From an optimization exercise on the open Yosys and OpenROAD flow, aimed at small area; shortcuts taken in it are not production practice. In this exercise RTL edits were held to simulation tests only and were not proved equivalent to the original. Power and IR drop assume default switching activity.

$ cat run.sh
#!/bin/bash
# synth_recipe.tcl (not shown) runs the flow's synth.tcl, then flattens the netlist and writes it again
# the make line also repeats each setting of config.mk as NAME=value (left out here)
make -C /OpenROAD-flow-scripts/flow DESIGN_CONFIG=/design/flow/config.mk WORK_HOME=/design/flow/orfs CLKGATE_MAP_FILE= SYNTH_SCRIPT=/design/flow/synth_recipe.tcl finish
$ cat config.mk
export PLATFORM = sky130hd
export DESIGN_NAME = icape2_responder
export DESIGN_NICKNAME = icape2_responder
export VERILOG_FILES = /design/flow/design.v
export SDC_FILE = /design/flow/constraint.sdc
export NUM_CORES = 4
export LEC_CHECK = 0
export CAP_MARGIN = 20
export CORE_MARGIN = 2
export CORE_UTILIZATION = 40
export SLEW_MARGIN = 20
$ cat constraint.sdc
create_clock -name core_clock -period 10.0 [get_ports {i_clk}]
set_input_delay 2.0000 -clock core_clock [delete_from_list [all_inputs] [get_ports {i_clk}]]
set_output_delay 2.0000 -clock core_clock [all_outputs]
set_load 0.01 [all_outputs]
$ cat design.v
`default_nettype none
module icape2_responder #(
    parameter logic [31:0] IDCODE   = 32'h0362D093,
    parameter int unsigned READ_LAT = 3
) (
    input  logic        i_clk,
    input  logic        i_reset,
    input  logic        i_csib,
    input  logic        i_rdwrb,
    input  logic [31:0] i_data,
    output logic [31:0] o_data,
    output logic        o_synced,
    output logic        o_iprog,
    output logic [31:0] o_wbstar,
    output logic        o_err
);
    localparam logic [31:0] c_SYNC        = 32'hAA995566;
    localparam logic [31:0] c_DUMMY       = 32'hFFFFFFFF;
    localparam logic [31:0] c_CMD_IPROG   = 32'h0000000F;
    localparam logic [31:0] c_CMD_DESYNC  = 32'h0000000D;
    localparam logic [4:0]  c_ADDR_CMD    = 5'h04;
    localparam logic [4:0]  c_ADDR_STAT   = 5'h07;
    localparam logic [4:0]  c_ADDR_IDCODE = 5'h0C;
    localparam logic [4:0]  c_ADDR_WBSTAR = 5'h10;
    localparam logic [2:0]  c_LAT         = 3'(READ_LAT);
    typedef enum logic [1:0] {
        S_UNSYNC = 2'd0,
        S_HDR    = 2'd1,
        S_WR     = 2'd2,
        S_RD     = 2'd3
    } state_t;
    function automatic logic [31:0] f_swap(input logic [31:0] d);
        logic [31:0] s;
        for (int b = 0; b < 4; b++) begin
            for (int k = 0; k < 8; k++) begin
                s[8*b+k] = d[8*b+7-k];
            end
        end
        f_swap = s;
    endfunction
    state_t      r_state;
    logic [31:0] r_regs [0:31];
    logic [4:0]  r_addr;
    logic [26:0] r_count;
    logic [2:0]  r_lat;
    logic        r_lat_started;
    logic        r_rdwrb_q;
    logic [31:0] w_word;
    logic        w_wr;
    logic        w_rd;
    logic        w_abort;
    logic        w_is_t1;
    logic        w_is_t2;
    logic        w_t2_ok;
    logic        w_pkt_ok;
    logic        w_ignore;
    logic [1:0]  w_op;
    logic [26:0] w_pkt_cnt;
    logic [2:0]  w_lat_cur;
    logic [31:0] w_rd_word;
    assign w_word    = f_swap(i_data);
    assign w_wr      = !i_csib && !i_rdwrb;
    assign w_rd      = !i_csib &&  i_rdwrb;
    assign w_abort   = !i_csib && (i_rdwrb != r_rdwrb_q) && (r_state != S_UNSYNC);
    assign w_is_t1   = (w_word[31:29] == 3'b001);
    assign w_is_t2   = (w_word[31:29] == 3'b010);
    assign w_op      = w_word[28:27];
    assign w_pkt_cnt = w_is_t1 ? {16'd0, w_word[10:0]} : w_word[26:0];
    assign w_ignore  = (w_word == c_DUMMY) || (w_word == c_SYNC);
    assign w_pkt_ok  = w_is_t1 || w_t2_ok;
    assign w_lat_cur = r_lat_started ? r_lat : c_LAT;
    assign o_wbstar  = r_regs[c_ADDR_WBSTAR];
    logic r_have_t1;
    assign w_t2_ok = w_is_t2 && r_have_t1;
    always_ff @(posedge i_clk) begin
        if (i_reset) begin
            r_have_t1 <= 1'b0;
        end else if (!w_abort && r_state == S_HDR && w_wr && !w_ignore && w_is_t1) begin
            r_have_t1 <= 1'b1;
        end
    end
    always_comb begin
        w_rd_word = r_regs[r_addr];
        if (r_addr == c_ADDR_IDCODE) begin
            w_rd_word = IDCODE;
        end else if (r_addr == c_ADDR_STAT) begin
            w_rd_word = {31'd0, o_synced};
        end
    end
    always_ff @(posedge i_clk) begin
        if (i_reset) begin
            r_state       <= S_UNSYNC;
            r_addr        <= '0;
            r_count       <= '0;
            r_lat         <= '0;
            r_lat_started <= 1'b0;
            r_rdwrb_q     <= 1'b0;
            o_data        <= '0;
            o_synced      <= 1'b0;
            o_iprog       <= 1'b0;
            o_err         <= 1'b0;
            for (int i = 0; i < 32; i++) begin
                r_regs[i] <= '0;
            end
        end else begin
            o_iprog   <= 1'b0;
            r_rdwrb_q <= i_rdwrb;
            if (w_abort) begin
                o_err         <= 1'b1;
                r_state       <= S_HDR;
                r_count       <= '0;
                r_lat         <= '0;
                r_lat_started <= 1'b0;
            end else begin
                case (r_state)
                    S_UNSYNC: begin
                        if (w_wr && w_word == c_SYNC) begin
                            r_state  <= S_HDR;
                            o_synced <= 1'b1;
                        end else if (w_rd) begin
                            o_data <= '1;
                        end
                    end
                    S_HDR: begin
                        if (w_wr && !w_ignore) begin
                            if (!w_pkt_ok) begin
                                o_err <= 1'b1;
                            end else begin
                                if (w_is_t1) begin
                                    r_addr <= w_word[17:13];
                                end
                                case (w_op)
                                    2'b01: begin
                                        if (w_pkt_cnt != '0) begin
                                            r_state       <= S_RD;
                                            r_count       <= w_pkt_cnt;
                                            r_lat         <= '0;
                                            r_lat_started <= 1'b0;
                                            o_data        <= '1;
                                        end
                                    end
                                    2'b10: begin
                                        if (w_pkt_cnt != '0) begin
                                            r_state <= S_WR;
                                            r_count <= w_pkt_cnt;
                                        end
                                    end
                                    2'b11:   o_err <= 1'b1;
                                    default: ;
                                endcase
                            end
                        end
                    end
                    S_WR: begin
                        if (w_wr) begin
                            if (r_addr != c_ADDR_IDCODE) begin
                                r_regs[r_addr] <= w_word;
                            end
                            r_count <= r_count - 27'd1;
                            if (r_count == 27'd1) begin
                                r_state <= S_HDR;
                            end
                            if (r_addr == c_ADDR_CMD && w_word == c_CMD_IPROG) begin
                                o_iprog <= 1'b1;
                            end
                            if (r_addr == c_ADDR_CMD && w_word == c_CMD_DESYNC) begin
                                o_synced <= 1'b0;
                                r_state  <= S_UNSYNC;
                            end
                        end
                    end
                    S_RD: begin
                        if (w_rd) begin
                            r_lat_started <= 1'b1;
                            if (w_lat_cur > 3'd1) begin
                                r_lat <= w_lat_cur - 3'd1;
                            end else begin
                                r_lat   <= '0;
                                o_data  <= f_swap(w_rd_word);
                                r_count <= r_count - 27'd1;
                                if (r_count == 27'd1) begin
                                    r_state <= S_HDR;
                                end
                            end
                        end
                    end
                    default: r_state <= S_UNSYNC;
                endcase
            end
        end
    end
endmodule
`default_nettype wire
==> impl_results.md <==
- Outcome: finished clean
- Maximum clock path buffer count: 3
- Hold Crit Class: flop to flop
- Crit path max fanout: 32
- Setup Buffers After CTS: 0
- Top FF cell, synth: edfxtp_1
- # nets final: 3,344
- Clock latency at the later pin of the worst-skew pair: 680 ps
- WL/cell: 27.98 um
- Capture point of the worst path: r_regs[9][22]$_SDFFCE_PN0P_
- Die width: 358.9 um
- All-Layer GR Usage: 21.84%
- Clk root buf: clkbuf_16
- Residual DRC: 0
- Hold-fix buffers, CTS: 0
- Clock Pin Slew Worst Setup and Hold Paths: 60 ps
- Final HPWL DP: 85.91 mm
- Max IR drop VDD: 150.7 uV
- Tmin final: 6062 ps
- Initial core utilization: 40.22%
- Reg2reg path depth: 10
- DRT iter0 DRCs: 3,235
- Layout cells sized above 1: 19.45%
- Cell area after synthesis: 50,370 um2
- First-pass GRT wire length: 203.5 mm
- H-tree depth: 3
- Resize count post-CTS: 0
- Worst r2r src: r_state[0]$_SDFFE_PP0P_
- Total grt overflow: 0
- Worst setup startpoint: i_rdwrb
- Max-slew violation count: 0
- Vias in the first global route: 27.99k
- Wirelength, routed: 141.1 mm
- Crit end category: flop
- Chip height: 358.9 um
- Fmax: 165.0 MHz
- Initial antenna violation count: 17
- Ys Warns: 1
- Fin. Hold Viols: 0
- Area Overhead vs Synth: 12.18%
- DR vias: 28.04k
- DIE AREA: 128,800 um2
- Headroom to the max-slew limit: 23.23%
- # port buffers: 102
- Std-Cell Rows: 130
- CTS tree: yes
- Crit start category: input port
- Post-synth EDFFs: 1,024
- WS Path Type: input port to flop
- Worst EP required: 10,290 ps
- #FFs+latches synth: 1,104
- Gp weighted congestion: 0.8377
- Cts bufs inserted: 113
- Setup TNS: 0 ps
- DR pass1 iterations: 6
- Core area: 125,200 um2
- Gate Count Post-Synth: 3,296
- Worst setup margin: 3938 ps
- Post-synth cell types: 62
- Worst reg2reg path endpoint: r_regs[9][22]$_SDFFCE_PN0P_
- Via density: 5.562
- RSZ-0062 raised after global routing: false
- Period utilisation layout: 60.62%
- Hold WS: 452.3 ps
- Setup Skew: 28.16 ps
- Post-synthesis sequential area ratio: 64.23%
- Async S/R FF share, synth: 0%
- Mapped Avg Cell Area: 15.28 um2
- Max-Cap Viols: 0
- # setup viols final: 0
- Worst-Margin Slew: 1150 ps
- Pre-CTS setup slack: 3308 ps
- Largest net degree at the start of global routing: 143
- Top Ports: 103
- Pwr dens: 182.6 nW/um2
- Reg2reg setup slack: 5170 ps
- Post-DRT Antenna Nets: 0
- Clock Sink Count: 1,104
- LEAKAGE: 19.75 nW
- WP data arrival: 6360 ps
[kinds of logic (layout without fill, tap and decap cells)]
| family | Yosys count | after routing | share of synthesized area (%) |
|---|---|---|---|
| multiplexers | 344 | 344 | 14.79 |
| XOR/XNOR | 4 | 4 | 0.06957 |
| AND/OR/NAND/NOR | 1323 | 1323 | 15.59 |
| flip-flops | 1104 | 1104 | 64.23 |
| adder cells (fa/ha/maj) | 13 | 13 | 0.3229 |
| buffers and inverters | 343 | 405 | 2.804 |
| AO/OA/AOI/OAI | 164 | 164 | 2.196 |
| other | 1 | 35 | 0.007445 |
[stage by stage]
step	instance area (um2)	cells	power (mW)	util, %
finish	56510	5042	10.32	45.12
global route	56500	5039	10.63	45.11
CTS	56480	5039	10.36	45.09
detailed placement	52950	4830	6.308	42.27
global placement	52930	4829	6.293	42.26
floorplan	50490	3327	5.900	-
[worst min path at each step]
stage | from | endpoint | cells past startpoint
2_1_floorplan | r_have_t1$_SDFFE_PP0P_ | r_have_t1$_SDFFE_PP0P_ | 2
3_3_place_gp | o_err$_SDFFE_PP0P_ | o_err$_SDFFE_PP0P_ | 2
3_5_place_dp | o_err$_SDFFE_PP0P_ | o_err$_SDFFE_PP0P_ | 2
4_1_cts | o_err$_SDFFE_PP0P_ | o_err$_SDFFE_PP0P_ | 2
5_1_grt | o_err$_SDFFE_PP0P_ | o_err$_SDFFE_PP0P_ | 2
6_report | o_err$_SDFFE_PP0P_ | o_err$_SDFFE_PP0P_ | 2
[per-layer routing]
metal | vias to the layer above | GRT usage, % | part of all wire [%]
met4 | 2 | 6.279 | 2.9
met5 | - | 0 | 0.0092
met3 | 191 | 5.707 | 9.9
li1 | 12250 | - | -
met1 | 14420 | 32.31 | 44
met2 | 1175 | 31.72 | 43
[flip-flops by register name, indices dropped and copies added (netlist names), named ones only]
name and flops:
r_addr 5, r_have_t1 1, o_synced 1, o_iprog 1
r_regs 1024, o_data 32, r_lat 3, r_count 27
r_rdwrb_q 1, r_state 2, r_lat_started 1, o_err 1
[critical path, stage by stage]
cell and delay, ps:
clkdlybuf4s50_1 500, xnor2_1 260, nor3_2 110, nor2_1 390, and3_1 760, nand3b_1 460
buf_4 370, nor2_2 520, buf_4 290, or2_2 650
[power by group]
group	total [mW]	leakage, nW	switching (mW)	internal [mW]
clock network	4.09	1.73	1.77	2.32
registers	5.35	11.2	0.112	5.24
logic	0.870	6.84	0.581	0.290
[synthesized netlist by cell type (4+ instances only)]
cell,number,share of area [%]
a211o_1,21,0.37
a211oi_1,11,0.16
a21oi_1,45,0.45
a221oi_1,6,0.10
a22o_1,17,0.30
a32o_1,5,0.099
and2_1,906,11
and3_1,56,0.70
buf_1,13,0.097
buf_2,28,0.28
buf_4,10,0.15
buf_6,7,0.16
clkbuf_1,272,2.0
dfxtp_1,80,3.2
edfxtp_1,1024,61
ha_1,13,0.32
inv_1,13,0.097
mux2_2,20,0.45
mux2i_1,6,0.12
mux4_2,318,14
nand2_1,37,0.28
nand2b_1,6,0.075
nand3_1,14,0.14
nand3b_1,5,0.075
nand4_1,14,0.17
nor2_1,99,0.74
nor2b_1,9,0.11
nor3_1,107,1.1
nor4_1,9,0.11
o21ai_0,32,0.32
o31ai_1,6,0.089
or2_2,33,0.41
or3_1,5,0.062
or4_1,4,0.060
[cells in the final DEF (no fill, tap or decap), types with 4 or more instances in the layout]
cell,count
a32o_1,5
nand3b_1,5
mux2i_1,6
nor2b_1,8
bufinv_16,7
clkbuf_8,4
a221oi_1,6
nand2b_1,6
or4_1,4
clkinv_2,20
mux4_2,318
clkbuf_1,31
or2_2,32
dfxtp_4,4
nor3_1,105
nand4_1,14
nand2_1,37
o31ai_1,6
a211oi_1,11
a22o_1,17
nor2_2,31
nor2_1,66
clkbuf_16,116
and2_1,906
conb_1,32
edfxtp_1,1024
mux2_2,20
clkdlybuf4s50_1,98
inv_1,13
nor4_1,9
dfxtp_1,75
or3_1,5
clkinv_1,26
nand3_1,14
buf_4,79
ha_1,13
a211o_1,21
o21ai_0,32
a21oi_1,45
and3_1,56
[layout make-up]
cell class              count  area, um2
diodes                      3      7.507
fillers                 10830      68740
flip-flops and latches   1104      32370
well taps                1650       2064
clock buffers             151       3074
multi-input cells        1880      16840
clock inverters            58      456.7
repair buffers            183       1644
inverters                  13      48.80

-- re-timing with driven ports --
In the flow no input, the clock included, has a driving cell. The finished layout below was timed again as built, in two steps.
Step 1 assumes that a clkbuf_16 drives the clock port and a buf_2 every other input.
Step 2 also shifts input and output timing later by t, the mid clock arrival at the registers, as if the neighbouring blocks saw the same clock.
Slacks: ideal / step 1 / step 2; pairs: ideal / step 1.
t, ns: 0.738
setup WS [ns]: 3.938 / 3.988 / 3.250
latest minus earliest clock arrival (ns): 0.034 / 0.033
worst register clock-pin slew, ns: 0.07 / 0.07
worst data-port slew with drivers (ns): 0.04
After both steps this run still meets setup and hold. For this run, drivers alone change the setup slack by +0.050 ns; drivers and shift together by -0.688 ns.
